This design comes from an exercise in tuning for small area and a short achievable clock period on the open sky130 flow, not from production work.
At most, simulation tests tie the RTL to the original design; equivalence was not proved.

Setup of old:
==> flow/design.v <==
module ray_issue_arbiter #(
  parameter int unsigned H_DISP      = 1280,
  parameter int unsigned V_DISP      = 720,
  parameter int unsigned W           = 16,
  parameter int unsigned CNT_W       = 5,
  parameter int unsigned ADDR_W      = 20,
  parameter int unsigned SCALE_SHIFT = 7,
  parameter int unsigned INFL_W      = 12
) (
  input  logic                clk,
  input  logic                rst,
  input  logic                frame_start,
  output logic                frame_busy,
  output logic                frame_done,
  input  logic [3*W-1:0]      cam_pos,
  input  logic [3*W-1:0]      vp_origin,
  input  logic [3*W-1:0]      vp_u,
  input  logic [3*W-1:0]      vp_v,
  input  logic                rec_valid,
  output logic                rec_ready,
  input  logic [3*W-1:0]      rec_pos,
  input  logic [3*W-1:0]      rec_slope,
  input  logic [CNT_W-1:0]    rec_cnt,
  input  logic [ADDR_W-1:0]   rec_addr,
  input  logic                retire,
  output logic                out_valid,
  input  logic                out_ready,
  output logic [3*W-1:0]      out_pos,
  output logic [3*W-1:0]      out_slope,
  output logic [CNT_W-1:0]    out_cnt,
  output logic [ADDR_W-1:0]   out_addr
);
  localparam int unsigned XW = (H_DISP > 1) ? $clog2(H_DISP) : 1;
  localparam int unsigned AW = W + SCALE_SHIFT;    
  localparam int unsigned VW = 3 * W;
  localparam int unsigned V3 = AW - 3;
  localparam int unsigned LAST_ADDR = H_DISP * V_DISP - 1;
  typedef enum logic [1:0] {
    IDLE  = 2'd0,
    SCAN  = 2'd1,
    DRAIN = 2'd2
  } state_t;
  state_t              state_q, state_d;
  logic                done_c;
  logic [2:0]          xb_q;      
  logic [ADDR_W-1:0]   pix_addr_q;
  logic [INFL_W-1:0]   inflight_q;
  logic [VW-1:0]       cam_q;
  logic                first_q, rs_q;    
  logic                load_c, issue_c, start_c, row_end_c, last_px_c, retire_eff_c;
  logic [VW-1:0]       new_slope_c;
  assign load_c       = !out_valid || out_ready;
  assign rec_ready    = load_c;
  assign start_c      = (state_q == IDLE) && frame_start;
  assign issue_c      = load_c && !rec_valid && (state_q == SCAN) && (inflight_q != '1);
  assign row_end_c    = (&pix_addr_q[7:0]) && (xb_q == 3'd4);
  assign last_px_c    = (pix_addr_q == ADDR_W'(LAST_ADDR));
  assign retire_eff_c = retire && (inflight_q != '0);
  localparam logic [AW-1:0] K0 = AW'((1 << 7) + (1 << 9) - (1 << 22) - (1 << 18) - (1 << 20) - (1 << 21));
  for (genvar c = 0; c < 3; c++) begin : g_axis
    logic [W-1:0]  u_q, v_q;
    logic [AW-1:0] acc_q, row_q, op_a, op_b, sum;
    logic [W-1:0]  uf, vf;
    logic [AW-1:0] a0, a1, a2, a3, a4, a5, a6;
    logic [AW-1:0] s1, c1, s2, c2, s3, c3, s4, c4, s5, c5, s6, c6;
    assign uf = {vp_u[c*W+W-1], ~vp_u[c*W +: W-1]};    
    assign vf = {~vp_v[c*W+W-1], vp_v[c*W +: W-1]};    
    assign a0 = AW'({vp_origin[c*W +: W], 7'b0});
    assign a1 = AW'({uf, 7'b0});
    assign a2 = AW'({uf, 9'b0});
    assign a3 = AW'({vf, 3'b0});
    assign a4 = AW'({vf, 5'b0});
    assign a5 = AW'({vf, 6'b0});
    assign a6 = AW'({vf, 8'b0});
    assign s1 = a0 ^ a1 ^ a2;
    assign c1 = {((a0 & a1) | (a0 & a2) | (a1 & a2)), 1'b0};
    assign s2 = a3 ^ a4 ^ a5;
    assign c2 = {((a3 & a4) | (a3 & a5) | (a4 & a5)), 1'b0};
    assign s3 = s1 ^ c1 ^ s2;
    assign c3 = {((s1 & c1) | (s1 & s2) | (c1 & s2)), 1'b0};
    assign s4 = c2 ^ a6 ^ K0;
    assign c4 = {((c2 & a6) | (c2 & K0) | (a6 & K0)), 1'b0};
    assign s5 = s3 ^ c3 ^ s4;
    assign c5 = {((s3 & c3) | (s3 & s4) | (c3 & s4)), 1'b0};
    assign s6 = s5 ^ c5 ^ c4;
    assign c6 = {((s5 & c5) | (s5 & c4) | (c5 & c4)), 1'b0};
    assign op_a = rs_q ? row_q : acc_q;
    assign op_b = first_q ? row_q : rs_q ? ~(AW'($signed(v_q))) : AW'($signed(u_q));
    assign sum  = op_a + op_b + AW'(rs_q);
    always_ff @(posedge clk) begin
      if (start_c) begin
        u_q   <= vp_u[c*W +: W];
        v_q   <= vp_v[c*W +: W];
        acc_q <= s6;
        row_q <= c6;
      end else if (issue_c) begin
        acc_q <= sum;
        if (rs_q || first_q) row_q <= sum;
      end
    end
    assign new_slope_c[c*W +: W] = sum[AW-1 -: W];
  end
  always_ff @(posedge clk) begin
    if (start_c) begin
      first_q <= 1'b1;
      rs_q    <= 1'b0;
    end else if (issue_c) begin
      first_q <= 1'b0;
      rs_q    <= row_end_c;
    end
  end
  always_ff @(posedge clk or negedge rst) begin
    if (!rst) state_q <= IDLE;
    else      state_q <= state_d;
  end
  always_comb begin
    state_d = state_q;
    done_c  = 1'b0;
    case (state_q)
      IDLE:  if (frame_start) state_d = SCAN;
      SCAN:  if (issue_c && last_px_c) state_d = DRAIN;
      DRAIN: begin
        if (inflight_q == '0) begin
          state_d = IDLE;
          done_c  = 1'b1;
        end
      end
      default: state_d = IDLE;
    endcase
  end
  always_ff @(posedge clk or negedge rst) begin
    if (!rst) begin
      frame_busy <= 1'b0;
      frame_done <= 1'b0;
    end else begin
      frame_busy <= (state_d != IDLE);
      frame_done <= done_c;
    end
  end
  always_ff @(posedge clk) begin
    if (start_c) cam_q <= cam_pos;
  end
  always_ff @(posedge clk or negedge rst) begin
    if (!rst) begin
      xb_q       <= '0;
      pix_addr_q <= '0;
    end else if (issue_c) begin
      if (last_px_c) begin
        xb_q       <= '0;
        pix_addr_q <= '0;
      end else begin
        if (&pix_addr_q[7:0]) xb_q <= row_end_c ? 3'd0 : xb_q + 3'd1;
        pix_addr_q <= pix_addr_q + ADDR_W'(1);
      end
    end
  end
  always_ff @(posedge clk or negedge rst) begin
    if (!rst) begin
      inflight_q <= '0;
    end else begin
      case ({issue_c, retire_eff_c})
        2'b10:   inflight_q <= inflight_q + INFL_W'(1);
        2'b01:   inflight_q <= inflight_q - INFL_W'(1);
        default: inflight_q <= inflight_q;
      endcase
    end
  end
  always_ff @(posedge clk or negedge rst) begin
    if (!rst) begin
      out_valid <= 1'b0;
      out_pos   <= '0;
      out_slope <= '0;
      out_cnt   <= '0;
      out_addr  <= '0;
    end else if (load_c) begin
      if (rec_valid) begin
        out_valid <= 1'b1;
        out_pos   <= rec_pos;
        out_slope <= rec_slope;
        out_cnt   <= rec_cnt;
        out_addr  <= rec_addr;
      end else if (issue_c) begin
        out_valid <= 1'b1;
        out_pos   <= cam_q;
        out_slope <= new_slope_c;
        out_cnt   <= '0;
        out_addr  <= pix_addr_q;
      end else begin
        out_valid <= 1'b0;
      end
    end
  end
endmodule
Settings: LEC_CHECK=0, CAP_MARGIN=20, CORE_MARGIN=2, CORE_UTILIZATION=40, CTS_BUF_LIST=sky130_fd_sc_hd__clkbuf_4, SETUP_SLACK_MARGIN=5, SLEW_MARGIN=20; clock period 10.0 ns.
standard.sh (not shown) runs the stock make flow with config.mk's settings and CLKGATE_MAP_FILE= SYNTH_SCRIPT=/design/flow/synth_recipe.tcl, a recipe that flattens the netlist after the stock synthesis.
==> flow/flow/run.sh <==
#!/bin/bash
set -euo pipefail
bash standard.sh BUFFER_PORTS_ARGS="-buffer_cell sky130_fd_sc_hd__buf_1" finish > flow_make.log 2>&1
> inputs changed (old -> new)
--- a/flow/design.v
+++ b/flow/design.v
@@ -46,4 +46,5 @@
   logic [ADDR_W-1:0]   pix_addr_q;
   logic [INFL_W-1:0]   inflight_q;
+  logic                infl_full_q, infl_zero_q;    
   logic [VW-1:0]       cam_q;
   logic                first_q, rs_q;    
@@ -53,8 +54,8 @@
   assign rec_ready    = load_c;
   assign start_c      = (state_q == IDLE) && frame_start;
-  assign issue_c      = load_c && !rec_valid && (state_q == SCAN) && (inflight_q != '1);
+  assign issue_c      = load_c && !rec_valid && (state_q == SCAN) && !infl_full_q;
   assign row_end_c    = (&pix_addr_q[7:0]) && (xb_q == 3'd4);
   assign last_px_c    = (pix_addr_q == ADDR_W'(LAST_ADDR));
-  assign retire_eff_c = retire && (inflight_q != '0);
+  assign retire_eff_c = retire && !infl_zero_q;
   localparam logic [AW-1:0] K0 = AW'((1 << 7) + (1 << 9) - (1 << 22) - (1 << 18) - (1 << 20) - (1 << 21));
   for (genvar c = 0; c < 3; c++) begin : g_axis
@@ -121,5 +122,5 @@
       SCAN:  if (issue_c && last_px_c) state_d = DRAIN;
       DRAIN: begin
-        if (inflight_q == '0) begin
+        if (infl_zero_q) begin
           state_d = IDLE;
           done_c  = 1'b1;
@@ -157,10 +158,20 @@
   always_ff @(posedge clk or negedge rst) begin
     if (!rst) begin
-      inflight_q <= '0;
+      inflight_q  <= '0;
+      infl_full_q <= 1'b0;
+      infl_zero_q <= 1'b1;
     end else begin
       case ({issue_c, retire_eff_c})
-        2'b10:   inflight_q <= inflight_q + INFL_W'(1);
-        2'b01:   inflight_q <= inflight_q - INFL_W'(1);
-        default: inflight_q <= inflight_q;
+        2'b10: begin
+          inflight_q  <= inflight_q + INFL_W'(1);
+          infl_full_q <= (inflight_q == INFL_W'((1 << INFL_W) - 2));
+          infl_zero_q <= 1'b0;
+        end
+        2'b01: begin
+          inflight_q  <= inflight_q - INFL_W'(1);
+          infl_full_q <= 1'b0;
+          infl_zero_q <= (inflight_q == INFL_W'(1));
+        end
+        default: ;
       endcase
     end
--- outcome ---
- Number of nets in the final layout, old and new, higher one = old.
- Layout buffering overhead excluding clock cells up 0.22 points in new wrt old
- new: final cycle utilization of the critical path is 2.7 points higher than what old reported.
- Of old and new, old shows the lower average wire length per cell after detail routing, with new above it.
- Comparing worst setup slack for register-to-register paths for old and new, the smaller number came from old.
- The type of the worst setup path comes out in -> out in one run and reg -> reg in the other, namely in new and old respectively.
For old, only the layout was checked, not whether the RTL still works.

## what the ideal ports hide
The flow's constraints put no driver on any port. The routed layouts listed below were extracted and timed again, unchanged, in two steps. Step 1: set_driving_cell puts a clkbuf_16 on clk and a buf_2 on each other input, an assumption about the parent block. Step 2 moves the port delays by t, midway between the first and last clock arrival at a register: inputs arrive t later, outputs are due t later. That takes back most of the time a late clock gives input paths. a / b / c = no drivers / after step 1 / after step 2; a / b = the first two.
| run | t (ns) | setup WS [ns] | hold slack, ns | latest minus earliest clock arrival (ns) | worst slew at a driven data input, ns |
|---|---|---|---|---|---|
| old | 0.984 | 5.330 / 5.330 / 4.390 | 0.478 / 0.478 / 0.478 | 0.082 / 0.083 | 0.22 |
| new | 0.994 | 5.062 / 5.036 / 4.661 | 0.480 / 0.480 / 0.480 | 0.081 / 0.081 | 0.15 |
After both steps every run listed still meets setup and hold. For old, which loses most, drivers alone change the setup slack by 0.000 ns; drivers and shift together by -0.940 ns.
